Source: an optimization exercise on an open RTL-to-GDS flow (aim: small area). Production flows keep margins and buffers that such runs may drop. Only simulation tests tie the RTL to the original design; equivalence was not proved. No activity file was given, so power comes from the tool's default toggle rates.

==> design/flow/design.v <==
`default_nettype none
package cpuPkg;
    localparam int regAddrWidth = 5;
    typedef enum logic [2:0] {
        opAdd = 3'd0,    
        opSub = 3'd1,    
        opAnd = 3'd2,
        opOr  = 3'd3,
        opXor = 3'd4,
        opSlt = 3'd5,    
        opSll = 3'd6,    
        opSrl = 3'd7     
    } aluOp;
endpackage
`default_nettype wire
`default_nettype none
package ctrlPkg;
    typedef enum logic [1:0] {
        fwdReg = 2'd0,   
        fwdWb  = 2'd1,   
        fwdMem = 2'd2    
    } fwdSel;
    typedef enum logic {srcAlu = 1'b0, srcMem = 1'b1} resultSrc;
endpackage
`default_nettype wire
`timescale 1ns/1ps
`default_nettype none
module aluUnit #(
    parameter int dataWidth = 18
) (
    input  logic [dataWidth-1:0] a,
    input  logic [dataWidth-1:0] b,
    input  cpuPkg::aluOp         op,
    output logic [dataWidth-1:0] result,
    output logic                 zero
);
    logic                 subtract;
    logic                 isSum;
    logic                 isSlt;
    logic [dataWidth-1:0] bAdd;
    logic [dataWidth-1:0] sum;
    logic                 lessThan;
    logic [3:0]           shamt;
    logic [dataWidth-1:0] shiftIn;
    logic [dataWidth-1:0] shifted;
    logic [dataWidth-1:0] otherResult;   
    logic [dataWidth-1:0] sumXor;
    logic [dataWidth-1:0] sumCarry;      
    logic                 sumZero;
    assign isSum = (op == cpuPkg::opAdd) || (op == cpuPkg::opSub);
    assign isSlt = (op == cpuPkg::opSlt);
    assign subtract = op[0] & ~op[1];             
    assign bAdd     = b ^ {dataWidth{subtract}};
    logic [dataWidth-1:0] gen, prop, carryIn;
    logic [dataWidth-1:0] grpG [6];
    logic [dataWidth-1:0] grpP [6];
    assign gen  = a & bAdd;
    assign prop = a | bAdd;
    always_comb begin
        grpG[0] = gen;
        grpP[0] = prop;
        grpG[0][0] = gen[0] | (prop[0] & subtract);
        for (int l = 1; l < 6; l++) begin
            for (int i = 0; i < dataWidth; i++) begin
                if (i >= (1 << (l-1))) begin
                    grpG[l][i] = grpG[l-1][i] | (grpP[l-1][i] & grpG[l-1][i - (1 << (l-1))]);
                    grpP[l][i] = grpP[l-1][i] & grpP[l-1][i - (1 << (l-1))];
                end else begin
                    grpG[l][i] = grpG[l-1][i];
                    grpP[l][i] = grpP[l-1][i];
                end
            end
        end
        carryIn = {grpG[5][dataWidth-2:0], subtract};
    end
    assign sum = (prop & ~gen) ^ carryIn;
    assign lessThan = (a[dataWidth-1] ^ b[dataWidth-1]) ? a[dataWidth-1] : sum[dataWidth-1];
    assign shamt = b[3:0];                        
    always_comb begin
        for (int i = 0; i < dataWidth; i++)
            shiftIn[i] = op[0] ? a[dataWidth-1-i] : a[i];
    end
    assign shifted = shiftIn << shamt;
    always_comb begin
        case (op)
            cpuPkg::opAnd: otherResult = a & b;
            cpuPkg::opOr:  otherResult = a | b;
            cpuPkg::opXor: otherResult = a ^ b;
            cpuPkg::opSll: otherResult = shifted;
            cpuPkg::opSrl: begin
                for (int i = 0; i < dataWidth; i++) otherResult[i] = shifted[dataWidth-1-i];
            end
            default: otherResult = '0;
        endcase
    end
    always_comb begin
        if (isSum)      result = sum;
        else if (isSlt) result = {{(dataWidth-1){1'b0}}, lessThan};
        else            result = otherResult;
    end
    assign sumXor   = a ^ bAdd;
    assign sumCarry = {a[dataWidth-2:0] | bAdd[dataWidth-2:0], subtract};
    assign sumZero  = (sumXor == sumCarry);
    always_comb begin
        if (isSum)      zero = sumZero;
        else if (isSlt) zero = ~lessThan;
        else            zero = (otherResult == '0);
    end
endmodule
`default_nettype wire
`timescale 1ns/1ps
`default_nettype none
module forwardUnit (
    input  logic [cpuPkg::regAddrWidth-1:0] rs1E,
    input  logic [cpuPkg::regAddrWidth-1:0] rs2E,
    input  logic [cpuPkg::regAddrWidth-1:0] rdM,
    input  logic [cpuPkg::regAddrWidth-1:0] rdW,
    input  logic                            regWriteM,
    input  logic                            regWriteW,
    output ctrlPkg::fwdSel                  fwdAE,
    output ctrlPkg::fwdSel                  fwdBE
);
    logic memLive;   
    logic wbLive;
    assign memLive = regWriteM && (rdM != '0);
    assign wbLive  = regWriteW && (rdW != '0);
    always_comb begin
        if (memLive && (rdM == rs1E)) fwdAE = ctrlPkg::fwdMem;
        else if (wbLive && (rdW == rs1E)) fwdAE = ctrlPkg::fwdWb;
        else fwdAE = ctrlPkg::fwdReg;
    end
    always_comb begin
        if (memLive && (rdM == rs2E)) fwdBE = ctrlPkg::fwdMem;
        else if (wbLive && (rdW == rs2E)) fwdBE = ctrlPkg::fwdWb;
        else fwdBE = ctrlPkg::fwdReg;
    end
endmodule
`default_nettype wire
`timescale 1ns/1ps
`default_nettype none
module execStage #(
    parameter int dataWidth = 18,
    parameter int pcWidth   = 9
) (
    input  logic                            clk,
    input  logic                            rst,
    input  logic                            regWriteE,
    input  logic                            memWriteE,
    input  logic                            aluSrcE,
    input  logic                            branchE,
    input  logic                            jumpE,
    input  logic                            flushE,
    input  ctrlPkg::resultSrc               resultSrcE,
    input  cpuPkg::aluOp                    aluCtrlE,
    input  logic [dataWidth-1:0]            rd1E,
    input  logic [dataWidth-1:0]            rd2E,
    input  logic [dataWidth-1:0]            immE,
    input  logic [dataWidth-1:0]            resultW,
    input  logic [pcWidth-1:0]              pcE,
    input  logic [cpuPkg::regAddrWidth-1:0] rdE,
    input  ctrlPkg::fwdSel                  fwdAE,
    input  ctrlPkg::fwdSel                  fwdBE,
    output logic                            pcSrcE,
    output logic [pcWidth-1:0]              pcTargetE,
    output logic                            regWriteM,
    output logic                            memWriteM,
    output logic                            memHoldM,
    output ctrlPkg::resultSrc               resultSrcM,
    output logic [cpuPkg::regAddrWidth-1:0] rdM,
    output logic [dataWidth-1:0]            aluResultM,
    output logic [dataWidth-1:0]            writeDataM,
    output logic                            mValid
);
    logic [dataWidth-1:0] srcA;
    logic [dataWidth-1:0] srcBFwd;   
    logic [dataWidth-1:0] srcB;
    logic [dataWidth-1:0] aluResultE;
    logic                 zeroE;
    function automatic logic [dataWidth-1:0] fwdMux(
        input ctrlPkg::fwdSel                sel,
        input logic [dataWidth-1:0] regVal,
        input logic [dataWidth-1:0] wbVal,
        input logic [dataWidth-1:0] memVal
    );
        case (sel)
            ctrlPkg::fwdWb:   fwdMux = wbVal;
            ctrlPkg::fwdMem:  fwdMux = memVal;
            default: fwdMux = regVal;
        endcase
    endfunction
    assign srcA    = fwdMux(fwdAE, rd1E, resultW, aluResultM);
    assign srcBFwd = fwdMux(fwdBE, rd2E, resultW, aluResultM);
    assign srcB    = aluSrcE ? immE : srcBFwd;
    aluUnit #(.dataWidth(dataWidth)) alu (
        .a      (srcA),
        .b      (srcB),
        .op     (aluCtrlE),
        .result (aluResultE),
        .zero   (zeroE)
    );
    assign pcSrcE    = (zeroE & branchE) | jumpE;
    assign pcTargetE = pcE + immE[pcWidth-1:0];   
    always_ff @(posedge clk or negedge rst) begin
        if (!rst) begin
            regWriteM  <= 1'b0;
            memWriteM  <= 1'b0;
            resultSrcM <= ctrlPkg::srcAlu;
            rdM        <= '0;
            mValid     <= 1'b0;
        end else begin
            regWriteM  <= regWriteE & ~flushE;
            memWriteM  <= memWriteE & ~flushE;
            resultSrcM <= resultSrcE;
            rdM        <= rdE;
            mValid     <= 1'b1;
        end
    end
    always_ff @(posedge clk or negedge rst) begin
        if (!rst) memHoldM <= 1'b1;
        else      memHoldM <= ~(memWriteE & ~flushE);
    end
    always_ff @(posedge clk) begin
        aluResultM <= aluResultE;
        writeDataM <= srcBFwd;   
    end
endmodule
`default_nettype wire
`timescale 1ns/1ps
`default_nettype none
module memWriteback #(
    parameter int dataWidth = 18,
    parameter int memDepth  = 32
) (
    input  logic                            clk,
    input  logic                            rst,
    input  logic                            mValid,
    input  logic                            regWriteM,
    input  logic                            memWriteM,
    input  logic                            memHoldM,
    input  ctrlPkg::resultSrc               resultSrcM,
    input  logic [cpuPkg::regAddrWidth-1:0] rdM,
    input  logic [dataWidth-1:0]            aluResultM,
    input  logic [dataWidth-1:0]            writeDataM,
    output logic [dataWidth-1:0]            resultW,
    output logic [cpuPkg::regAddrWidth-1:0] rdW,
    output logic                            regWriteW
);
    localparam int addrWidth = $clog2(memDepth);
    logic [dataWidth-1:0] mem [memDepth];
    logic [memDepth-1:0]  written;
    logic [addrWidth-1:0] addrM;
    logic [memDepth-1:0]  wordSel;
    logic [memDepth-1:0]  readSel;
    logic [dataWidth-1:0] resultM;
    assign addrM = aluResultM[addrWidth-1:0];   
    always_comb begin
        for (int i = 0; i < memDepth; i++) begin
            wordSel[i] = (addrM == i[addrWidth-1:0]);
            readSel[i] = wordSel[i] & written[i] & resultSrcM;
        end
    end
    logic [memDepth-1:0]  wordWe;
    logic [memDepth-1:0]  wordHold;
    logic [dataWidth-1:0] memNext [memDepth];
    always_comb begin
        for (int i = 0; i < memDepth; i++) begin
            wordWe[i]   = memWriteM & wordSel[i];
            wordHold[i] = memHoldM | ~wordSel[i];
            memNext[i]  = (mem[i] & {dataWidth{wordHold[i]}}) | (writeDataM & {dataWidth{wordWe[i]}});
        end
    end
    always_ff @(posedge clk) begin
        for (int i = 0; i < memDepth; i++) mem[i] <= memNext[i];
    end
    always_ff @(posedge clk or negedge rst) begin
        if (!rst) written <= '0;
        else      written <= written | wordWe;
    end
    always_comb begin
        resultM = aluResultM & {dataWidth{mValid & ~resultSrcM}};
        for (int i = 0; i < memDepth; i++) begin
            resultM = resultM | (mem[i] & {dataWidth{readSel[i]}});
        end
    end
    always_ff @(posedge clk or negedge rst) begin
        if (!rst) begin
            regWriteW <= 1'b0;
            rdW       <= '0;
            resultW   <= '0;
        end else begin
            regWriteW <= regWriteM;
            rdW       <= rdM;
            resultW   <= resultM;
        end
    end
endmodule
`default_nettype wire
`timescale 1ns/1ps
`default_nettype none
module execCore #(
    parameter int dataWidth = 18,
    parameter int pcWidth   = 9,
    parameter int memDepth  = 32
) (
    input  logic                            clk,
    input  logic                            rst,
    input  logic                            regWriteE,
    input  logic                            memWriteE,
    input  ctrlPkg::resultSrc               resultSrcE,
    input  logic                            aluSrcE,
    input  logic                            branchE,
    input  logic                            jumpE,
    input  logic                            flushE,
    input  cpuPkg::aluOp                    aluCtrlE,
    input  logic [dataWidth-1:0]            rd1E,
    input  logic [dataWidth-1:0]            rd2E,
    input  logic [dataWidth-1:0]            immE,
    input  logic [pcWidth-1:0]              pcE,
    input  logic [cpuPkg::regAddrWidth-1:0] rs1E,
    input  logic [cpuPkg::regAddrWidth-1:0] rs2E,
    input  logic [cpuPkg::regAddrWidth-1:0] rdE,
    output logic                            pcSrcE,
    output logic [pcWidth-1:0]              pcTargetE,
    output logic [dataWidth-1:0]            resultW,
    output logic [cpuPkg::regAddrWidth-1:0] rdW,
    output logic                            regWriteW
);
    ctrlPkg::fwdSel                  fwdAE;
    ctrlPkg::fwdSel                  fwdBE;
    logic                            regWriteM;
    logic                            memWriteM;
    logic                            memHoldM;
    ctrlPkg::resultSrc               resultSrcM;
    logic [cpuPkg::regAddrWidth-1:0] rdM;
    logic [dataWidth-1:0]            aluResultM;
    logic [dataWidth-1:0]            writeDataM;
    logic                            mValid;
    forwardUnit fwd (
        .rs1E, .rs2E, .rdM, .rdW, .regWriteM, .regWriteW, .fwdAE, .fwdBE
    );
    execStage #(.dataWidth(dataWidth), .pcWidth(pcWidth)) exec (
        .clk, .rst,
        .regWriteE, .memWriteE, .aluSrcE, .branchE, .jumpE, .flushE,
        .resultSrcE, .aluCtrlE,
        .rd1E, .rd2E, .immE, .resultW, .pcE, .rdE, .fwdAE, .fwdBE,
        .pcSrcE, .pcTargetE,
        .regWriteM, .memWriteM, .memHoldM, .resultSrcM, .rdM, .aluResultM, .writeDataM, .mValid
    );
    memWriteback #(.dataWidth(dataWidth), .memDepth(memDepth)) memWb (
        .clk, .rst, .mValid,
        .regWriteM, .memWriteM, .memHoldM, .resultSrcM, .rdM, .aluResultM, .writeDataM,
        .resultW, .rdW, .regWriteW
    );
endmodule
`default_nettype wire
==> design/flow/run.sh <==
#!/bin/bash
# synth_recipe.tcl (not shown) runs the flow's synth.tcl, then flattens the netlist and writes it again
# the make line also repeats each setting of config.mk as NAME=value (left out here)
make -C /OpenROAD-flow-scripts/flow DESIGN_CONFIG=/design/flow/config.mk WORK_HOME=/design/flow/orfs CLKGATE_MAP_FILE= SYNTH_SCRIPT=/design/flow/synth_recipe.tcl finish
==> design/flow/config.mk <==
export PLATFORM = sky130hd
export DESIGN_NAME = execCore
export DESIGN_NICKNAME = execCore
export VERILOG_FILES = /design/flow/design.v
export SDC_FILE = /design/flow/constraint.sdc
export NUM_CORES = 4
export LEC_CHECK = 0
export CAP_MARGIN = 20
export CORE_MARGIN = 2
export CORE_UTILIZATION = 40
export SLEW_MARGIN = 20
==> design/flow/constraint.sdc <==
create_clock -name core_clock -period 9.3 [get_ports {clk}]
set_input_delay 1.8600 -clock core_clock [delete_from_list [all_inputs] [get_ports {clk}]]
set_output_delay 1.8600 -clock core_clock [all_outputs]
set_load 0.01 [all_outputs]
==> metrics.md, run 1 <==
| Metric | Value |
|---|---|
| Leakage | `14.1 nW` |
| IO Count | `124` |
| Switching pwr | `0.00266 W` |
| Die ar. | `75,700 sq um` |
| Final Hold Fails | `0` |
| DR vias | `27,100` |
| CP delay by family, top | `simple AND/OR/NAND/NOR gates` |
| Top cells by area, synth | `dfxtp_1 42%, a22o_1 19%, dfrtp_1 5.5%, a22oi_1 3.6%, clkbuf_1 3.4%` |
| Total power per unit cell area | `264 nW/um^2` |
| Clock Skew | `0.0301 ns` |
| GP Congestion | `1.00` |
| Vias/cell | `6.89` |
| CP peak stage delay | `0.85 ns` |
| Worst slew pin tran | `1.29 ns` |
| Largest family of logic cells by synthesized area | `compound AO/OA/AOI/OAI gates` |
| CP startpoint | `rs1E[2]` |
| Wl on met1 | `52.8 mm` |
| FFs w/ async S/R, synth | `9.73%` |
| Area added between synthesis and finish | `17.6%` |
| Mapped cell area | `29,400 sq um` |
| Crit start category | `input port` |
| Vias in the first global route | `26,300` |
| Post-synth net total | `3,020` |
| Total length of routed met3 wires | `15.8 mm` |
| Slowest cell on crit path | `a31oi_1` |
| IR drop worst, VDD | `167 uV` |
| Start of the worst register-to-register path | `memWb.rdW[0]$_DFF_PN0_` |
| 1st-iter DRT viols | `3,763` |
| DRC | `0` |
| Buffers on Ports | `123` |
| Final period utilization | `96.7%` |
| Final Max Slew Viols | `0` |
| Max cap viols | `0` |
| Worst Path Buf+Inv | `4` |
| Clk buf depth | `3` |
| Post-synth EDFFs | `0` |
| CTS Sinks | `678` |
| WP data arrival | `7.13 ns` |
| TritonCTS clock tree | `yes` |
| Yosys top cell area share | `41.7%` |
| Sw Ratio | `29.2%` |
| Yosys cell types | `82` |
| Post-synth top area cell | `dfxtp_1` |
| Number of core rows | `99` |
| Initial Util | `40.3%` |
| Met2 routed WL | `59.9 mm` |
| Multiplexer area fraction after synthesis | `2.26%` |
| Cells along the critical path | `clkdlybuf4s50_1 -> xor2_1 -> or4b_1 -> buf_4 -> nor2_1 -> nand2_1 -> a31oi_1 -> inv_1 -> ha_1 -> xor2_1 -> nand4_1 -> nor4_1 -> nand3_1 -> a21oi_1 -> nand3_1 -> a2111oi_2 -> a41o_1 -> clkdlybuf4s50_1` |
| Clock Latency Late Sink | `0.63 ns` |
| Top FF cell, synth | `dfxtp_1` |
| Setup tns final | `0 ns` |
| Top sig layer | `met5` |
| Post-synthesis xor/xnor area fraction | `2.41%` |
| Core area | `72,800 sq um` |
| Status | `no timing/DRC/antenna violations` |
| Largest net degree at the start of global routing | `67` |
| ANT nets after route | `0` |
| Post-route minimum period | `8.99 ns` |
| Total Routing Usage GR | `35.6%` |
| HP Class | `reg -> reg` |
| Synth Area in Adders | `3.37%` |
| Simple-gate area share of the yosys netlist | `8.46%` |
| GRT Residual Overflow | `0` |
| Critical path required time | `7.44 ns` |
| Setup slack after layout | `0.307 ns` |
| Synth Area in Compound Gates | `31.4%` |
| Post-synthesis register bit count | `678` |
| Die Wd | `275 microns` |
| Cts bufs inserted | `72` |
| Die height | `275 microns` |
| DP Wirelength | `89.2 mm` |
| Initial antenna violation count | `4` |
| Wire length per cell | `35.1 microns` |
| Max FO, Critical Path | `17` |
| Worst setup EP type | `output port` |
| Synth Area per Inst | `10.3 sq um` |
| Global-route wire length before repair | `195 mm` |
| # setup viols final | `0` |
| Clock-pin slew on the worst setup and hold paths | `0.06 ns` |
| Max Fclk | `111 MHz` |
| Clk Tree Root Cell | `clkbuf_16` |
| Combinational share of power | `18.9%` |
| Ratio of cells with drive above 1 in the final layout | `13.2%` |
| Post-Place Setup Slack | `0.396 ns` |
| Post-Synthesis Cells | `2,852` |
| Yosys warnings | `8` |
| Setup repair after global routing missed its margin | `false` |
| Clock power frac | `33.0%` |
| Slew margin rel. | `14.3%` |
| Crit path kind | `in -> out` |
| Final WL | `138 mm` |
| Total iterations of the first detailed-routing run | `6` |
| H-Tree Depth | `3` |
| Internal | `0.00645 W` |
| Seq pwr share | `48.1%` |
| Worst hold path startpoint | `memWb.written[23]$_DFF_PN0_` |
| Nets@finish | `3,084` |
| Seq/Total Area, Yosys | `47.3%` |
| Fillers | `6,675` |
sequential cells by signal, indices dropped and copies added, names as in the netlist:
signal and cells:
exec.writeDataM 18, exec.memHoldM 1, exec.regWriteM 1, memWb.mem 576, exec.resultSrcM 1, exec.memWriteM 1
exec.aluResultM 18, memWb.rdW 5, memWb.resultW 18, memWb.regWriteW 1, memWb.written 32, exec.mValid 1
exec.rdM 5
placed cells by master (no fill, tap or decap), drive strengths merged, types with 38 or more instances in the layout:
cell / n
a22o: 648
dfxtp: 612
buf: 157
a22oi: 141
clkdlybuf4s50: 122
clkbuf: 99
a221oi: 82
inv: 82
nor2: 81
nor3: 77
ha: 76
nand2: 73
dfrtp: 65
o21ai: 59
xnor2: 54
nand3: 51
nand4: 45
or3: 44
a21oi: 38
metrics by stage:
stage,util [%],instance area [sq um],power [W],cells,hold slack [ns]
4_1_cts,47.4,34500,0.00906,3930,0.463
3_3_place_gp,44.0,32100,0.00603,3800,0.442
2_1_floorplan,-,29400,0.00539,2852,0.352
6_report,47.5,34600,0.00911,3932,0.457
5_1_grt,47.5,34600,0.00944,3931,0.469
3_5_place_dp,44.1,32100,0.00607,3800,0.445
timing repair:
item | in CTS | in global routing
setup buffers | 0 | 0
gates resized for setup | 0 | 2
hold buffers | 0 | 0
hold endpoints to repair | 0 | 0
setup endpoints to repair | 0 | 1
synth_stat cells, drive strengths merged (38+ instances only):
cell and n:
inv 77, nor3 77, clkbuf 265, xnor2 54, nand4 45, o21ai 59, nor2 81, or3 44
nand3 51, nand2 73, dfrtp 65, ha 76, a22o 648, a221oi 82, a22oi 141, a21oi 38
dfxtp 612
path summary, 6_finish.rpt:
kind | end | cells past startpoint | slack (ns)
setup / recovery | pcSrcE | 18 | 0.31
hold / removal | memWb.written[23]$_DFF_PN0_ | 1 | 0.46
min in group asynchronous | memWb.written[22]$_DFF_PN0_ | 1 | 1.39
max in group asynchronous | memWb.resultW[8]$_DFF_PN0_ | 1 | 7.23
hold reg to reg | memWb.written[23]$_DFF_PN0_ | 1 | 0.46
setup reg to reg | exec.aluResultM[16]$_DFF_P_ | 19 | 3.01
kinds of logic after synthesis:
family	Yosys count
AO/OA/AOI/OAI	1121
multiplexers	52
AND/OR/NAND/NOR	473
other	1
XOR/XNOR	81
buffers and inverters	368
adder cells (fa/ha/maj)	78
flip-flops	678
routing by layer:
metal,GRT usage (%),vias to the layer above
li1,-,11200
met1,45.6,13400
met2,54.8,2018
met3,7.83,471
met4,21.7,2
met5,0,-
power by group through the flow:
stage / Clock [W] / Combinational (W) / Sequential, W
floorplan: 0 / 0.00116 / 0.00422
global placement: 0 / 0.00165 / 0.00438
detailed placement: 0 / 0.00167 / 0.00440
CTS: 0.00301 / 0.00169 / 0.00435
global route: 0.00314 / 0.00183 / 0.00447
finish: 0.00300 / 0.00172 / 0.00438
layout make-up:
class	count	area [sq um]	area share, %
clock inverters	31	358	1.04
clock buffers	99	2100	6.06
inverters	79	299	0.865
flip-flops and latches	678	13900	40.2
diodes	1	2.50	0.00724
repair buffers	279	2400	6.95
multi-input cells	1806	14300	41.4
well taps	959	1200	3.47
==> inputs of run 2 (changes only) <==
==> design/flow/flow/run.sh (new file) <==
#!/bin/bash
# Standard synthesis, then the standard layout with smaller port buffers
# and a clock tree of larger leaf clusters without dummy loads.
set -euo pipefail
bash standard.sh synth > synth.log 2>&1
bash standard.sh \
  "BUFFER_PORTS_ARGS=-buffer_cell sky130_fd_sc_hd__buf_1" \
  "CTS_ARGS=-sink_clustering_enable -repair_clock_nets -dont_use_dummy_load -buf_list sky130_fd_sc_hd__clkbuf_16 -root_buf sky130_fd_sc_hd__clkbuf_16 -sink_clustering_size 30 -sink_clustering_max_diameter 60" \
  finish > layout.log 2>&1
==> design/flow/standard.sh (new file) <==
#!/bin/bash
# synth_recipe.tcl (not shown) runs the flow's synth.tcl, then flattens the netlist and writes it again
# the make line also repeats each setting of config.mk as NAME=value (left out here)
make -C /OpenROAD-flow-scripts/flow DESIGN_CONFIG=/design/flow/config.mk WORK_HOME=/design/flow/orfs CLKGATE_MAP_FILE= SYNTH_SCRIPT=/design/flow/synth_recipe.tcl "${@:-finish}"
--- a/design/flow/config.mk
+++ b/design/flow/config.mk
@@ -8,4 +8,4 @@
 export CAP_MARGIN = 20
 export CORE_MARGIN = 2
-export CORE_UTILIZATION = 40
+export CORE_UTILIZATION = 55
 export SLEW_MARGIN = 20
removed: design/flow/run.sh
==> metrics.md, run 2 <==
| Metric | Value |
|---|---|
| Initial Util | `55.8%` |
| Vias/cell | `7.81` |
| Crit start category | `input port` |
| Die ar. | `55,300 sq um` |
| Final Hold Fails | `0` |
| Nets@finish | `3,033` |
| Critical path required time | `7.44 ns` |
| Cells along the critical path | `buf_1 -> xor2_1 -> or4b_1 -> buf_4 -> o21ai_0 -> a311oi_1 -> buf_4 -> nor3_1 -> a211oi_1 -> a222oi_1 -> o21ai_1 -> a221oi_2 -> nand4_1 -> a2111oi_2 -> a41o_1 -> buf_1` |
| CTS Sinks | `678` |
| Total power per unit cell area | `245 nW/um^2` |
| Cts bufs inserted | `39` |
| Worst setup EP type | `output port` |
| IO Count | `124` |
| ANT nets after route | `0` |
| Yosys cell types | `82` |
| Die Wd | `235 microns` |
| Synth Area per Inst | `10.3 sq um` |
| CP startpoint | `rs1E[2]` |
| Fillers | `4,403` |
| Mapped cell area | `29,400 sq um` |
| Global-route wire length before repair | `192 mm` |
| Largest Register | `memWb.mem` |
| GRT Residual Overflow | `0` |
| Post-Synthesis Cells | `2,852` |
| Number of core rows | `84` |
| Clk Tree Root Cell | `clkbuf_16` |
| Yosys warnings | `8` |
| Top cells by area, synth | `dfxtp_1 42%, a22o_1 19%, dfrtp_1 5.5%, a22oi_1 3.6%, clkbuf_1 3.4%` |
| Max reg flops | `576` |
| Largest regs | `memWb.mem x576, memWb.written x32` |
| Clock Latency Late Sink | `0.65 ns` |
| Yosys top cell area share | `41.7%` |
| Core area | `52,700 sq um` |
| Top FF cell, synth | `dfxtp_1` |
| R2R Setup Slk | `2.90 ns` |
| Max Fclk | `112 MHz` |
| Start of the worst register-to-register path | `memWb.rdW[0]$_DFF_PN0_` |
| Final period utilization | `96.4%` |
| FFs w/ async S/R, synth | `9.73%` |
| Vias in the first global route | `26,600` |
| Total Routing Usage GR | `47.6%` |
| Area added between synthesis and finish | `8.43%` |
| Total iterations of the first detailed-routing run | `7` |
| Worst reg-to-reg path cell count | `19` |
| Status | `no timing/DRC/antenna violations` |
| Leakage | `13.0 nW` |
| IR drop worst, VDD | `220 uV` |
| 1st-iter DRT viols | `4,609` |
| Max FO, Critical Path | `14` |
| Final WL | `136 mm` |
| Final Core Density | `60.5%` |
| Buffers on Ports | `123` |
| Post-synth EDFFs | `0` |
| CP peak stage delay | `0.78 ns` |
| Setup repair after global routing missed its margin | `false` |
| Worst slew pin tran | `1.28 ns` |
| Clock-pin slew on the worst setup and hold paths | `0.07 ns` |
| Post-synthesis register bit count | `678` |
| DR vias | `27,800` |
| Top cells by count, synth | `648 x a22o_1, 612 x dfxtp_1, 265 x clkbuf_1` |
| Slowest cell on crit path | `or4b_1` |
| Clk buf depth | `3` |
| Post-CTS Hold Buffers | `0` |
| Wire length per cell | `38.3 microns` |
| Post-route minimum period | `8.96 ns` |
| Worst Path Buf+Inv | `4` |
| Post-CTS sizing | `0` |
| Initial antenna violation count | `4` |
| GP Congestion | `1.03` |
| Commonest non-fill, non-tap cell in the layout | `a22o_1` |
| Post-synth net total | `3,020` |
| CP delay by family, top | `compound AO/OA/AOI/OAI gates` |
| HP Class | `reg -> reg` |
| Die height | `235 microns` |
| Crit path kind | `in -> out` |
| CP Depth | `16` |
| DRC | `0` |
| WHS | `0.462 ns` |
| H-Tree Depth | `2` |
| Slew margin rel. | `14.4%` |
| TritonCTS clock tree | `yes` |
| R2r endpoint | `exec.aluResultM[16]$_DFF_P_` |
| Seq/Total Area, Yosys | `47.3%` |
| Post-synth top area cell | `dfxtp_1` |
| CP Capture Point | `pcSrcE` |
| Top-count cell post-synth | `a22o_1` |
| WP data arrival | `7.10 ns` |
| # setup viols final | `0` |
| Largest net degree at the start of global routing | `65` |
| Max cap viols | `0` |
| Most frequent cells in the layout | `648 x a22o_1, 612 x dfxtp_1, 141 x a22oi_1, 136 x buf_4, 122 x buf_1` |
| Ratio of cells with drive above 1 in the final layout | `10.3%` |
| Final Max Slew Viols | `0` |
| DP Wirelength | `86.7 mm` |
| Number of post-CTS setup repair buffers | `0` |
| Clock Skew | `0.135 ns` |
run 2: cell counts after synthesis:
Identical to the previous run, type by type.
run 2: cell type report:
class                           instances  area (sq um)  area share, %
Sequential cell                       678         13900           43.6
Inverter                               79           299          0.938
Tap cell                              688           861           2.70
Timing Repair Buffer                  261          1520           4.77
Clock buffer                           39           976           3.06
Multi-Input combinational cell       1806         14300           44.9
Antenna cell                            4          10.0         0.0314
run 2: worst min path at each step:
stage | depth (start not counted) | endpoint | start
after floorplan | 0 | memWb.rdW[2]$_DFF_PN0_ | exec.rdM[2]$_DFF_PN0_
after global placement | 1 | memWb.written[28]$_DFF_PN0_ | memWb.written[28]$_DFF_PN0_
after detailed placement | 1 | memWb.written[29]$_DFF_PN0_ | memWb.written[29]$_DFF_PN0_
after CTS | 1 | memWb.written[2]$_DFF_PN0_ | memWb.written[2]$_DFF_PN0_
after global routing | 1 | memWb.written[19]$_DFF_PN0_ | memWb.written[19]$_DFF_PN0_
final | 1 | memWb.written[27]$_DFF_PN0_ | memWb.written[27]$_DFF_PN0_
run 2: power breakdown:
part | switching, W | internal (W) | total (W)
clock network | 0.000967 | 0.000748 | 0.00171
registers | 0.000583 | 0.00381 | 0.00439
logic | 0.000861 | 0.000830 | 0.00169
total | 0.00241 | 0.00539 | 0.00780
run 2: cell families after synthesis:
logic type      count (synthesis)  synth area share, %
other cells                     1               0.0128
flops                         678                 47.3
compound gates               1121                 31.4
buf+inv                       368                 4.79
xor+xnor                       81                 2.41
simple gates                  473                 8.46
fa+ha+maj                      78                 3.37
mux                            52                 2.26
run 2: through the flow:
step	total power, W	instances	instance area, sq um	setup slack [ns]	setup TNS [ns]
floorplan	0.00539	2852	29400	1.79	0
global placement	0.00595	3510	30800	-0.106	-0.106
detailed placement	0.00602	3512	30900	0.654	0
CTS	0.00768	3551	31800	0.589	0
global route	0.00804	3551	31900	0.0984	0
finish	0.00780	3555	31900	0.339	0
run 2: layer usage:
layer | up-vias | global-route usage [%] | share of wire (%)
met4 | 4 | 36.1 | 9.9
met1 | 13300 | 58.8 | 35
met2 | 2674 | 68.8 | 41
li1 | 11000 | - | -
met5 | - | 0 | 0.022
met3 | 769 | 15.9 | 15
==> inputs of run 3 (changes only) <==
--- a/design/flow/design.v
+++ b/design/flow/design.v
@@ -35,8 +35,13 @@
     output logic                 zero
 );
+    localparam int levels = $clog2(dataWidth);
     logic                 subtract;
     logic                 isSum;
     logic                 isSlt;
     logic [dataWidth-1:0] bAdd;
+    logic [dataWidth-1:0] gen;           
+    logic [dataWidth-1:0] prop;          
+    logic [dataWidth-1:0] half;          
+    logic [dataWidth-1:0] carryIn;
     logic [dataWidth-1:0] sum;
     logic                 lessThan;
@@ -45,21 +50,19 @@
     logic [dataWidth-1:0] shifted;
     logic [dataWidth-1:0] otherResult;   
-    logic [dataWidth-1:0] sumXor;
-    logic [dataWidth-1:0] sumCarry;      
     logic                 sumZero;
-    assign isSum = (op == cpuPkg::opAdd) || (op == cpuPkg::opSub);
-    assign isSlt = (op == cpuPkg::opSlt);
+    assign isSum    = (op == cpuPkg::opAdd) || (op == cpuPkg::opSub);
+    assign isSlt    = (op == cpuPkg::opSlt);
     assign subtract = op[0] & ~op[1];             
-    assign bAdd     = b ^ {dataWidth{subtract}};
-    logic [dataWidth-1:0] gen, prop, carryIn;
-    logic [dataWidth-1:0] grpG [6];
-    logic [dataWidth-1:0] grpP [6];
+    assign bAdd = b ^ {dataWidth{subtract}};
     assign gen  = a & bAdd;
     assign prop = a | bAdd;
+    assign half = a ^ bAdd;
+    logic [dataWidth-1:0] grpG [levels+1];
+    logic [dataWidth-1:0] grpP [levels+1];
     always_comb begin
         grpG[0] = gen;
         grpP[0] = prop;
         grpG[0][0] = gen[0] | (prop[0] & subtract);
-        for (int l = 1; l < 6; l++) begin
+        for (int l = 1; l <= levels; l++) begin
             for (int i = 0; i < dataWidth; i++) begin
                 if (i >= (1 << (l-1))) begin
@@ -72,7 +75,7 @@
             end
         end
-        carryIn = {grpG[5][dataWidth-2:0], subtract};
+        carryIn = {grpG[levels][dataWidth-2:0], subtract};
     end
-    assign sum = (prop & ~gen) ^ carryIn;
+    assign sum = half ^ carryIn;
     assign lessThan = (a[dataWidth-1] ^ b[dataWidth-1]) ? a[dataWidth-1] : sum[dataWidth-1];
     assign shamt = b[3:0];                        
@@ -84,7 +87,7 @@
     always_comb begin
         case (op)
-            cpuPkg::opAnd: otherResult = a & b;
-            cpuPkg::opOr:  otherResult = a | b;
-            cpuPkg::opXor: otherResult = a ^ b;
+            cpuPkg::opAnd: otherResult = gen;
+            cpuPkg::opOr:  otherResult = prop;
+            cpuPkg::opXor: otherResult = half;
             cpuPkg::opSll: otherResult = shifted;
             cpuPkg::opSrl: begin
@@ -99,7 +102,5 @@
         else            result = otherResult;
     end
-    assign sumXor   = a ^ bAdd;
-    assign sumCarry = {a[dataWidth-2:0] | bAdd[dataWidth-2:0], subtract};
-    assign sumZero  = (sumXor == sumCarry);
+    assign sumZero = (half == {prop[dataWidth-2:0], subtract});
     always_comb begin
         if (isSum)      zero = sumZero;
@@ -248,23 +249,17 @@
     localparam int addrWidth = $clog2(memDepth);
     logic [dataWidth-1:0] mem [memDepth];
-    logic [memDepth-1:0]  written;
+    logic                 memValid;
     logic [addrWidth-1:0] addrM;
     logic [memDepth-1:0]  wordSel;
-    logic [memDepth-1:0]  readSel;
-    logic [dataWidth-1:0] resultM;
-    assign addrM = aluResultM[addrWidth-1:0];   
-    always_comb begin
-        for (int i = 0; i < memDepth; i++) begin
-            wordSel[i] = (addrM == i[addrWidth-1:0]);
-            readSel[i] = wordSel[i] & written[i] & resultSrcM;
-        end
-    end
     logic [memDepth-1:0]  wordWe;
     logic [memDepth-1:0]  wordHold;
     logic [dataWidth-1:0] memNext [memDepth];
+    logic [dataWidth-1:0] resultM;
+    assign addrM = aluResultM[addrWidth-1:0];   
     always_comb begin
         for (int i = 0; i < memDepth; i++) begin
+            wordSel[i]  = (addrM == i[addrWidth-1:0]);
             wordWe[i]   = memWriteM & wordSel[i];
-            wordHold[i] = memHoldM | ~wordSel[i];
+            wordHold[i] = memHoldM | (memValid & ~wordSel[i]);
             memNext[i]  = (mem[i] & {dataWidth{wordHold[i]}}) | (writeDataM & {dataWidth{wordWe[i]}});
         end
@@ -274,11 +269,11 @@
     end
     always_ff @(posedge clk or negedge rst) begin
-        if (!rst) written <= '0;
-        else      written <= written | wordWe;
+        if (!rst) memValid <= 1'b0;
+        else      memValid <= memValid | memWriteM;
     end
     always_comb begin
         resultM = aluResultM & {dataWidth{mValid & ~resultSrcM}};
         for (int i = 0; i < memDepth; i++) begin
-            resultM = resultM | (mem[i] & {dataWidth{readSel[i]}});
+            resultM = resultM | (mem[i] & {dataWidth{wordSel[i] & memValid & resultSrcM}});
         end
     end
==> design/flow/run.sh (new file) <==
#!/bin/bash
# synth_recipe.tcl (not shown) runs the flow's synth.tcl, then flattens the netlist and writes it again
# the make line also repeats each setting of config.mk as NAME=value (left out here)
make -C /OpenROAD-flow-scripts/flow DESIGN_CONFIG=/design/flow/config.mk WORK_HOME=/design/flow/orfs CLKGATE_MAP_FILE= SYNTH_SCRIPT=/design/flow/synth_recipe.tcl finish
--- a/design/flow/config.mk
+++ b/design/flow/config.mk
@@ -8,4 +8,4 @@
 export CAP_MARGIN = 20
 export CORE_MARGIN = 2
-export CORE_UTILIZATION = 55
+export CORE_UTILIZATION = 40
 export SLEW_MARGIN = 20
removed: design/flow/flow/run.sh
removed: design/flow/standard.sh
==> metrics.md, run 3 <==
| Metric | Value |
|---|---|
| Nets@finish | `2,888` |
| Fin cells | `3,737` |
| Top cells by count, synth | `661 x a22o_1, 612 x dfxtp_1, 253 x clkbuf_1` |
| H-Tree Depth | `3` |
| Leakage | `13.1 nW` |
| Status | `no timing/DRC/antenna violations` |
| Die Wd | `268 microns` |
| Final period utilization | `99.1%` |
| Post-synth top area cell | `dfxtp_1` |
| IR drop worst, VDD | `183 uV` |
| Top FF cell, synth | `dfxtp_1` |
| Met2 usage | `56.9%` |
| IO Count | `124` |
| Vias/cell | `6.99` |
| Final Max Slew Viols | `0` |
| # setup viols final | `0` |
| Max cap viols | `0` |
| Fillers | `6,385` |
| Cts bufs inserted | `68` |
| Clock Skew | `0.0323 ns` |
| Post-Synthesis Cells | `2,708` |
| Ratio of cells with drive above 1 in the final layout | `10.9%` |
| Commonest non-fill, non-tap cell in the layout | `a22o_1` |
| TritonCTS clock tree | `yes` |
| WP data arrival | `7.35 ns` |
| Core area | `68,800 sq um` |
| Total Routing Usage GR | `37.2%` |
| Total power per unit cell area | `270 nW/um^2` |
| ANT nets after route | `0` |
| Clock-pin slew on the worst setup and hold paths | `0.06 ns` |
| Post-synth net total | `2,844` |
| Global route hottest layer | `met2` |
| Area added between synthesis and finish | `17.0%` |
| WHS | `0.434 ns` |
| Max FO, Critical Path | `15` |
| DP Wirelength | `88.9 mm` |
| Crit start category | `input port` |
| Clk Tree Root Cell | `clkbuf_16` |
| Setup repair after global routing missed its margin | `false` |
| Crit path kind | `in -> out` |
| Setup tns final | `0 ns` |
| Max reg flops | `576` |
| Worst setup EP type | `output port` |
| Final Hold Fails | `0` |
| 1st-iter DRT viols | `4,039` |
| Vias in the first global route | `25,100` |
| Register area | `13,100 sq um` |
| DR vias | `26,100` |
| Top cells by area, synth | `dfxtp_1 44%, a22o_1 21%, clkbuf_1 3.4%, a22oi_1 3.2%, dfrtp_1 3.1%` |
| Initial Util | `40.5%` |
| Global-route wire length before repair | `191 mm` |
| GRT Residual Overflow | `0` |
| R2R Setup Slk | `3.71 ns` |
| Most frequent cells in the layout | `661 x a22o_1, 612 x dfxtp_1, 129 x buf_4, 121 x clkdlybuf4s50_1, 120 x a22oi_1` |
| Placed cells | `3,612` |
| FFs w/ async S/R, synth | `5.41%` |
| Wire length per cell | `36.7 microns` |
| HP Class | `reg -> reg` |
| Clk buf depth | `3` |
| Top-count cell post-synth | `a22o_1` |
| Seq/Total Area, Yosys | `47.1%` |
| Buffers on Ports | `123` |
| GP Congestion | `0.981` |
| M3 GR Usage | `9.84%` |
| Number of post-CTS setup repair buffers | `0` |
| Critical path required time | `7.44 ns` |
| Area occupied by multi-input gates | `13,500 sq um` |
| Cells along the critical path | `clkdlybuf4s50_1 -> xor2_1 -> or4b_4 -> nor2_1 -> mux2i_1 -> a21oi_1 -> mux4_2 -> a22oi_1 -> a21oi_1 -> a211oi_1 -> and4_1 -> and4b_1 -> a41o_1 -> clkdlybuf4s50_1` |
| Mapped cell area | `27,900 sq um` |
| Post-synthesis register bit count | `647` |
| Clock Latency Late Sink | `0.63 ns` |
| GR Util met1 | `45.7%` |
| Initial antenna violation count | `0` |
| Yosys warnings | `8` |
| Die height | `268 microns` |
| Synth Area per Inst | `10.3 sq um` |
| Largest Register | `memWb.mem` |
| Yosys cell types | `72` |
| Slew margin rel. | `14.9%` |
| Slowest cell on crit path | `a211oi_1` |
| Number of core rows | `96` |
| CP peak stage delay | `0.68 ns` |
| CTS Sinks | `647` |
| Post-route minimum period | `9.21 ns` |
| DRC | `0` |
| Total iterations of the first detailed-routing run | `9` |
| Largest net degree at the start of global routing | `43` |
| Worst slew pin tran | `1.28 ns` |
| Yosys top cell area share | `44.0%` |
| Die ar. | `71,800 sq um` |
| Inserted Diodes | `0` |
| Final WL | `137 mm` |
| Max Fclk | `109 MHz` |
| Post-synth EDFFs | `0` |
run 3: timing repair:
item                                    4_1_cts  5_1_grt
hold buffers                                  0        0
endpoints found under the setup margin        0        1
gates resized for setup                       0        1
run 3: layout make-up:
type                    count  share of cell area, %
inverters                  58                  0.668
flip-flops and latches    647                   40.3
multi-input cells        1723                   41.6
clock buffers             102                   6.25
repair buffers            254                   6.83
clock inverters            22                  0.837
well taps                 931                   3.57
run 3: per-layer routing:
metal / wire length [microns] / up-vias
met4: 10900 / 2
li1: - / 10700
met1: 50900 / 12900
met5: 82 / -
met2: 59300 / 2065
met3: 16000 / 534
run 3: worst max-delay path: cells and delay by family:
kind | cells | cell delay [ns]
xor gates and xnor gates | 1 | 0.19
muxes | 2 | 0.89
AOI/OAI and AO/OA | 5 | 1.81
buffers and inverters | 2 | 1.01
and+or+nand+nor | 4 | 1.55
run 3: kinds of logic after synthesis:
| kind of cell | count (synthesis) | share of synthesized area (%) |
|---|---|---|
| AOI/OAI and AO/OA | 1147 | 33.6 |
| xor gates and xnor gates | 77 | 2.42 |
| adders and majority gates | 47 | 2.16 |
| buffers and inverters | 338 | 4.60 |
| DFF | 647 | 47.1 |
| muxes | 69 | 3.30 |
| other | 1 | 0.0135 |
| and+or+nand+nor | 382 | 6.77 |
run 3: path summary, 6_finish.rpt:
path                                          start                     endpoint  cells after the start
min in group asynchronous                       rst        exec.rdM[1]$_DFF_PN0_                      1
max                                         rs1E[1]                       pcSrcE                     14
max reg2reg                  memWb.rdW[0]$_DFF_PN0_  exec.aluResultM[16]$_DFF_P_                     19
max in group asynchronous                       rst   memWb.resultW[6]$_DFF_PN0_                      1
min                        exec.regWriteM$_DFF_PN0_    memWb.regWriteW$_DFF_PN0_                      0
min reg2reg                exec.regWriteM$_DFF_PN0_    memWb.regWriteW$_DFF_PN0_                      0
run 3: where the power goes:
part           switching, W  internal [W]
clock network       0.00117       0.00167
registers          0.000569       0.00363
logic              0.000860      0.000889
run 3: through the flow:
stage | instance area (sq um) | setup WS (ns) | total power [W] | util, %
finish | 32600 | 0.0879 | 0.00879 | 47.4
global route | 32600 | 0.0217 | 0.00907 | 47.4
CTS | 32600 | 0.114 | 0.00873 | 47.3
detailed placement | 30300 | 0.125 | 0.00590 | 44.0
global placement | 30300 | 0.116 | 0.00587 | 44.0
floorplan | 27900 | 1.52 | 0.00517 | -
==> inputs of run 4 (changes only) <==
==> design/flow/flow/run.sh (new file) <==
#!/bin/bash
# Standard synthesis, then the standard layout with the smallest buffer on
# each port, a clock tree of clkbuf_8 leaves over larger sink clusters without
# dummy loads, and power recovery (downsizing off the critical paths) after
# global routing. Each call's full output goes to its own log here.
set -euo pipefail
bash standard.sh synth > synth.log 2>&1
bash standard.sh \
  "BUFFER_PORTS_ARGS=-buffer_cell sky130_fd_sc_hd__buf_1" \
  "CTS_ARGS=-sink_clustering_enable -repair_clock_nets -dont_use_dummy_load -buf_list sky130_fd_sc_hd__clkbuf_8 -root_buf sky130_fd_sc_hd__clkbuf_16 -sink_clustering_size 16 -sink_clustering_max_diameter 60" \
  "RECOVER_POWER=100" \
  finish > layout.log 2>&1
==> design/flow/standard.sh (new file) <==
#!/bin/bash
# synth_recipe.tcl (not shown) runs the flow's synth.tcl, then flattens the netlist and writes it again
# the make line also repeats each setting of config.mk as NAME=value (left out here)
make -C /OpenROAD-flow-scripts/flow DESIGN_CONFIG=/design/flow/config.mk WORK_HOME=/design/flow/orfs CLKGATE_MAP_FILE= SYNTH_SCRIPT=/design/flow/synth_recipe.tcl "${@:-finish}"
--- a/design/flow/config.mk
+++ b/design/flow/config.mk
@@ -8,4 +8,4 @@
 export CAP_MARGIN = 20
 export CORE_MARGIN = 2
-export CORE_UTILIZATION = 40
+export CORE_UTILIZATION = 50
 export SLEW_MARGIN = 20
removed: design/flow/run.sh
==> metrics.md, run 4 <==
| Metric | Value |
|---|---|
| Status | `finished with violations` |
| SO Faults | `capacitance limit, slew limit` |
| Post-route minimum period | `8.97 ns` |
| Largest Register | `memWb.mem` |
| HP Class | `reg -> reg` |
| Commonest non-fill, non-tap cell in the layout | `a22o_1` |
| Die ar. | `57,600 sq um` |
| Top cells by area, synth | `dfxtp_1 44%, a22o_1 21%, clkbuf_1 3.4%, a22oi_1 3.2%, dfrtp_1 3.1%` |
| Synth Area per Inst | `10.3 sq um` |
| Nets@finish | `2,857` |
| Post-synthesis register bit count | `647` |
| Number of core rows | `86` |
| Core area | `55,100 sq um` |
| DRC | `0` |
| Clock Skew | `0.113 ns` |
| Slew margin rel. | `-102%` |
| Setup repair after global routing missed its margin | `false` |
| Seq pwr share | `57.3%` |
| 1st-iter DRT viols | `4,301` |
| Total iterations of the first detailed-routing run | `8` |
| Worst Hold End | `memWb.regWriteW$_DFF_PN0_` |
| Mapped cell area | `27,900 sq um` |
| Yosys warnings | `8` |
| # setup viols final | `0` |
| DP Wirelength | `88.8 mm` |
| Vias/cell | `7.62` |
| Total Routing Usage GR | `46.6%` |
| Post-Synthesis Cells | `2,708` |
| Max cap viols | `11` |
| Hold Path Stages | `0` |
| Number of post-CTS setup repair buffers | `0` |
| ANT nets after route | `0` |
| Die height | `240 microns` |
| Crit start category | `input port` |
| GP Congestion | `1.02` |
| Yosys cell types | `72` |
| FFs w/ async S/R, synth | `5.41%` |
| Worst hold path startpoint | `exec.regWriteM$_DFF_PN0_` |
| Vias in the first global route | `25,100` |
| IR drop worst, VDD | `153 uV` |
| Post-synth net total | `2,844` |
| TritonCTS clock tree | `yes` |
| Tot Pwr | `0.00739 W` |
| WP data arrival | `7.11 ns` |
| Top-count cell post-synth | `a22o_1` |
| Post-CTS sizing | `0` |
| Synth Area in Adders | `2.16%` |
| Global-route wire length before repair | `190 mm` |
| Crit path kind | `in -> out` |
| Post-synthesis xor/xnor area fraction | `2.42%` |
| Clock Latency Late Sink | `0.64 ns` |
| Clk Tree Root Cell | `clkbuf_16` |
| CTS Sinks | `647` |
| Final Hold Fails | `0` |
| DR vias | `26,400` |
| Start of the worst register-to-register path | `exec.rdM[0]$_DFF_PN0_` |
| Leakage | `11.9 nW` |
| Simple-gate area share of the yosys netlist | `6.77%` |
| Sw Ratio | `32.5%` |
| Internal | `0.00499 W` |
| Synth Area in Compound Gates | `33.6%` |
| Final WL | `137 mm` |
| Max Fclk | `111 MHz` |
| Worst reg-to-reg path cell count | `19` |
| R2R Setup Slk | `2.59 ns` |
| Setup tns final | `0 ns` |
| Switching pwr | `0.00240 W` |
| Post-CTS Hold Buffers | `0` |
| Post-synth EDFFs | `0` |
| Seq/Total Area, Yosys | `47.1%` |
| Most frequent cells in the layout | `661 x a22o_1, 611 x dfxtp_1, 120 x a22oi_1, 119 x buf_1, 98 x buf_4` |
| Buffers on Ports | `123` |
| Yosys top cell area share | `44.0%` |
| Die Wd | `240 microns` |
| GRT Residual Overflow | `0` |
| Max FO, Critical Path | `10` |
| Ratio of cells with drive above 1 in the final layout | `7.98%` |
| Total power per unit cell area | `247 nW/um^2` |
| Area added between synthesis and finish | `7.20%` |
| Worst setup EP type | `output port` |
| H-Tree Depth | `2` |
| Clock-pin slew on the worst setup and hold paths | `0.09 ns` |
| Cts bufs inserted | `52` |
| IO Count | `124` |
| Combinational share of power | `22.7%` |
| Worst slew pin tran | `3.01 ns` |
| Initial antenna violation count | `8` |
| Wire length per cell | `39.5 microns` |
| Largest net degree at the start of global routing | `36` |
| Top cells by count, synth | `661 x a22o_1, 612 x dfxtp_1, 253 x clkbuf_1` |
| Largest family of logic cells by synthesized area | `compound AO/OA/AOI/OAI gates` |
| R2r endpoint | `exec.aluResultM[16]$_DFF_P_` |
| Multiplexer area fraction after synthesis | `3.30%` |
| Final Max Slew Viols | `216` |
| Clock power frac | `20.0%` |
| Top FF cell, synth | `dfxtp_1` |
| Initial Util | `50.6%` |
| Post-synth top area cell | `dfxtp_1` |
| Max reg flops | `576` |
| WHS | `0.465 ns` |
| Critical path required time | `7.44 ns` |
| Clk buf depth | `3` |
| Final period utilization | `96.5%` |
-- run 4: stage by stage --
| stage | cells | area (sq um) | utilization, % | setup slack, ns |
|---|---|---|---|---|
| 2_1_floorplan | 2708 | 27900 | - | 1.52 |
| 3_3_place_gp | 3409 | 29100 | 52.9 | 0.821 |
| 3_5_place_dp | 3412 | 29200 | 52.9 | 0.730 |
| 4_1_cts | 3464 | 29900 | 54.3 | 0.713 |
| 5_1_grt | 3467 | 29900 | 54.2 | 0.181 |
| 6_report | 3469 | 29900 | 54.2 | 0.326 |
-- run 4: cell type report --
type,count,area (sq um)
tap,748,936
fill,5018,25200
inverter,58,218
timing repair buffer,239,1280
clock buffer,52,772
sequential,647,13100
antenna,2,5.00
multi-input combinational,1723,13500
-- run 4: worst max path at each step --
stage                     start  endpoint  slack [ns]  cells past startpoint
global route            rs2E[0]    pcSrcE        0.18                     22
floorplan           aluCtrlE[0]    pcSrcE        1.52                     18
detailed placement      rs2E[3]    pcSrcE        0.73                     22
finish                  rs2E[0]    pcSrcE        0.33                     22
CTS                     rs2E[3]    pcSrcE        0.71                     22
global placement        rs2E[3]    pcSrcE        0.82                     22
-- run 4: routing by layer --
metal  vias up  GRT usage (%)  part of all wire [%]
met3       697           16.6                    14
met4         8           37.5                   9.8
met2      2396           67.3                    41
li1      10500              -                     -
met5         -          0.173                 0.042
met1     12800           55.8                    35
-- run 4: kinds of logic (layout without fill, tap and decap cells) --
logic type	after synthesis	count (layout)
compound gates	1147	1147
xor+xnor	77	77
fa+ha+maj	47	47
buf+inv	338	349
flops	647	647
mux	69	69
other cells	1	3
simple gates	382	382
-- run 4: power by group through the flow --
stage | sequential, W | combinational (W) | clock (W)
2_1_floorplan | 0.00403 | 0.00113 | 0
3_3_place_gp | 0.00422 | 0.00158 | 0
3_5_place_dp | 0.00424 | 0.00160 | 0
4_1_cts | 0.00419 | 0.00162 | 0.00147
5_1_grt | 0.00429 | 0.00175 | 0.00158
6_report | 0.00424 | 0.00168 | 0.00148
-- run 4: worst max-delay path, cell delays in order --
cell and delay [ns]:
buf_1 0.11, xnor2_1 0.24, o211ai_1 0.22, nor2_1 0.51, buf_4 0.32, mux2i_1 0.11, o21ai_0 0.27, mux2i_1 0.14
xnor2_1 0.16, inv_1 0.09, ha_1 0.28, nor3_1 0.13, nand2_1 0.08, o21ai_0 0.07, a311oi_1 0.24, o21ai_0 0.33
a41o_1 0.37, a221oi_1 0.47, mux2i_1 0.47, o221a_1 0.27, a41o_1 0.20, buf_1 0.16
==> inputs of run 5 (changes only) <==
==> design/flow/flow/run.sh (replaced) <==
#!/bin/bash
# Standard synthesis, then the standard layout with the smallest buffer on
# each port, a clock tree of clkbuf_8 leaves over larger sink clusters without
# dummy loads.
# Each call's full output goes to its own log here.
set -euo pipefail
bash standard.sh synth > synth.log 2>&1
bash standard.sh \
  "BUFFER_PORTS_ARGS=-buffer_cell sky130_fd_sc_hd__buf_1" \
  "CTS_ARGS=-sink_clustering_enable -repair_clock_nets -dont_use_dummy_load -buf_list sky130_fd_sc_hd__clkbuf_8 -root_buf sky130_fd_sc_hd__clkbuf_16 -sink_clustering_size 16 -sink_clustering_max_diameter 60" \
  finish > layout.log 2>&1
==> metrics.md, run 5 <==
| Metric | Value |
|---|---|
| Status | `no timing/DRC/antenna violations` |
| Clock Skew | `0.113 ns` |
| Clk Tree Root Cell | `clkbuf_16` |
| Cts bufs inserted | `52` |
| Commonest non-fill, non-tap cell in the layout | `a22o_1` |
| Hold Path Stages | `0` |
| Ratio of cells with drive above 1 in the final layout | `8.94%` |
| 1st-iter DRT viols | `4,274` |
| CTS Sinks | `647` |
| Top FF cell, synth | `dfxtp_1` |
| Final WL | `137 mm` |
| Largest net degree at the start of global routing | `36` |
| Number of core rows | `86` |
| Max cap viols | `0` |
| Top cells by count, synth | `661 x a22o_1, 612 x dfxtp_1, 253 x clkbuf_1` |
| IR drop worst, VDD | `153 uV` |
| Initial antenna violation count | `8` |
| Final Hold Fails | `0` |
| Placed cells | `3,412` |
| Worst hold path startpoint | `exec.regWriteM$_DFF_PN0_` |
| Wire length per cell | `39.5 microns` |
| WP data arrival | `6.85 ns` |
| Max Fclk | `115 MHz` |
| Crit start category | `input port` |
| H-Tree Depth | `2` |
| R2R Setup Slk | `3.03 ns` |
| Initial Util | `50.6%` |
| Yosys warnings | `8` |
| Number of post-CTS setup repair buffers | `0` |
| Max FO, Critical Path | `10` |
| Critical path required time | `7.44 ns` |
| Top cells by area, synth | `dfxtp_1 44%, a22o_1 21%, clkbuf_1 3.4%, a22oi_1 3.2%, dfrtp_1 3.1%` |
| Post-Synthesis Cells | `2,708` |
| FFs w/ async S/R, synth | `5.41%` |
| Buffers on Ports | `123` |
| IO Count | `124` |
| Nets@finish | `2,857` |
| Max reg flops | `576` |
| Clock Latency Late Sink | `0.64 ns` |
| Fin cells | `3,471` |
| R2r endpoint | `exec.aluResultM[16]$_DFF_P_` |
| Mapped cell area | `27,900 sq um` |
| Post-synth net total | `2,844` |
| Die ar. | `57,600 sq um` |
| Total iterations of the first detailed-routing run | `9` |
| Worst slew pin tran | `1.29 ns` |
| Vias/cell | `7.64` |
| Global-route wire length before repair | `190 mm` |
| Clock power frac | `20.1%` |
| Post-synthesis register bit count | `647` |
| Start of the worst register-to-register path | `exec.rdM[0]$_DFF_PN0_` |
| Tot Pwr | `0.00740 W` |
| Sw Ratio | `32.5%` |
| Vias in the first global route | `25,100` |
| GR Util met1 | `55.8%` |
| Global route hottest layer | `met2` |
| DRC | `0` |
| Placed instance area | `29,200 sq um` |
| Setup repair after global routing missed its margin | `false` |
| Die Wd | `240 microns` |
| Seq pwr share | `57.2%` |
| Top-count cell post-synth | `a22o_1` |
| Internal | `0.00499 W` |
| GP Congestion | `1.02` |
| Yosys cell types | `72` |
| # setup viols final | `0` |
| HP Class | `reg -> reg` |
| Core area | `55,100 sq um` |
| Yosys top cell area share | `44.0%` |
| Crit path kind | `in -> out` |
| Most frequent cells in the layout | `661 x a22o_1, 611 x dfxtp_1, 120 x a22oi_1, 120 x buf_1, 110 x buf_4` |
| Slew margin rel. | `14.3%` |
| Worst Hold End | `memWb.regWriteW$_DFF_PN0_` |
| DP Wirelength | `88.8 mm` |
| Worst reg-to-reg path cell count | `19` |
| Die height | `240 microns` |
| Leakage | `11.9 nW` |
| Final Max Slew Viols | `0` |
| Seq/Total Area, Yosys | `47.1%` |
| Final period utilization | `93.6%` |
| Total power per unit cell area | `247 nW/um^2` |
| Switching pwr | `0.00241 W` |
| Setup tns final | `0 ns` |
| Clock-pin slew on the worst setup and hold paths | `0.09 ns` |
| M3 GR Usage | `16.6%` |
| GRT Residual Overflow | `0` |
| Synth Area per Inst | `10.3 sq um` |
| Clk buf depth | `3` |
| Total Routing Usage GR | `46.6%` |
| Combinational share of power | `22.7%` |
| WHS | `0.460 ns` |
| Post-synth EDFFs | `0` |
| Post-CTS sizing | `0` |
| DR vias | `26,500` |
| Final std cell area, no fill | `30,000 sq um` |
| TritonCTS clock tree | `yes` |
| Worst setup EP type | `output port` |
| Post-route minimum period | `8.71 ns` |
| Met2 usage | `67.3%` |
| Post-CTS Hold Buffers | `0` |
| Largest Register | `memWb.mem` |
| Post-synth top area cell | `dfxtp_1` |
| ANT nets after route | `0` |
| Area added between synthesis and finish | `7.57%` |
run 5: worst max-delay path by stage:
stage              to  depth (start not counted)         from  slack (ns)
2_1_floorplan  pcSrcE                         18  aluCtrlE[0]        1.52
3_3_place_gp   pcSrcE                         22      rs2E[3]        0.82
3_5_place_dp   pcSrcE                         22      rs2E[3]        0.73
4_1_cts        pcSrcE                         22      rs2E[3]        0.71
5_1_grt        pcSrcE                         18      rs2E[3]        0.28
6_report       pcSrcE                         22      rs2E[0]        0.59
run 5: critical path, stage by stage:
cell      delay [ns]
buf_1           0.11
xnor2_1         0.26
o211ai_2        0.19
nor2_2          0.34
buf_4           0.29
mux2i_1         0.24
o21ai_0         0.14
mux2i_1         0.19
xnor2_1         0.11
inv_1           0.09
ha_1            0.28
nor3_1          0.13
nand2_1         0.08
o21ai_0         0.07
a311oi_1        0.24
o21ai_0         0.32
a41o_1          0.37
a221oi_1        0.43
mux2i_1         0.46
o221a_1         0.27
a41o_1          0.20
buf_1           0.16
run 5: logic make-up after synthesis:
| kind of cell | Yosys count | synth area share [%] |
|---|---|---|
| AO/OA/AOI/OAI | 1147 | 33.6 |
| flip-flops | 647 | 47.1 |
| multiplexers | 69 | 3.30 |
| AND/OR/NAND/NOR | 382 | 6.77 |
| buffers and inverters | 338 | 4.60 |
| XOR/XNOR | 77 | 2.42 |
| other | 1 | 0.0135 |
| adder cells (fa/ha/maj) | 47 | 2.16 |
run 5: power groups by stage:
stage / Combinational, W / Clock [W] / Sequential (W)
after floorplan: 0.00113 / 0 / 0.00403
after global placement: 0.00158 / 0 / 0.00422
after detailed placement: 0.00160 / 0 / 0.00424
after CTS: 0.00162 / 0.00147 / 0.00419
after global routing: 0.00176 / 0.00158 / 0.00429
final: 0.00168 / 0.00149 / 0.00423
run 5: metrics by stage:
stage,setup WS (ns),utilization (%)
finish,0.593,54.4
global route,0.277,54.4
CTS,0.713,54.3
detailed placement,0.730,52.9
global placement,0.821,52.9
floorplan,1.52,-
run 5: area by class of cell:
class / instances / area (sq um)
Multi-Input combinational cell: 1723 / 13600
Antenna cell: 4 / 10.0
Tap cell: 748 / 936
Sequential cell: 647 / 13100
Fill cell: 4997 / 25100
Timing Repair Buffer: 239 / 1350
Clock buffer: 52 / 772
Inverter: 58 / 218
run 5: layer usage:
layer,vias up,wire length (microns)
met3,692,19600
met4,6,13500
li1,10500,-
met5,-,42
met2,2442,56000
met1,12800,48000

-- separate check: timing with driven ports --
Ports are ideal in the flow. The routed layouts listed here were re-timed in OpenROAD.
Step 1: set_driving_cell puts a clkbuf_16 on clk and a buf_2 on each other input, an assumption about the parent block.
Step 2 moves the port delays by t, midway between the first and last clock arrival at a register: inputs arrive t later, outputs are due t later. That takes back most of the time a late clock gives input paths.
Slacks: ideal ports / drivers / drivers and shift; pairs: ideal ports / drivers.
run	t (ns)	slack for setup (ns)	hold slack, ns
run 1	0.670	0.307 / 0.277 / 0.277	0.457 / 0.457 / 0.457
run 2	0.648	0.339 / 0.313 / 0.313	0.462 / 0.462 / 0.462
run 3	0.684	0.088 / 0.065 / 0.065	0.434 / 0.434 / 0.434
run 4	0.639	0.326 / 0.275 / 0.275	0.465 / 0.465 / 0.465
run 5	0.641	0.593 / 0.538 / 0.538	0.460 / 0.460 / 0.460
The setup slack of run 5, which loses most, moves by -0.055 ns with the drivers and by -0.055 ns with both steps.
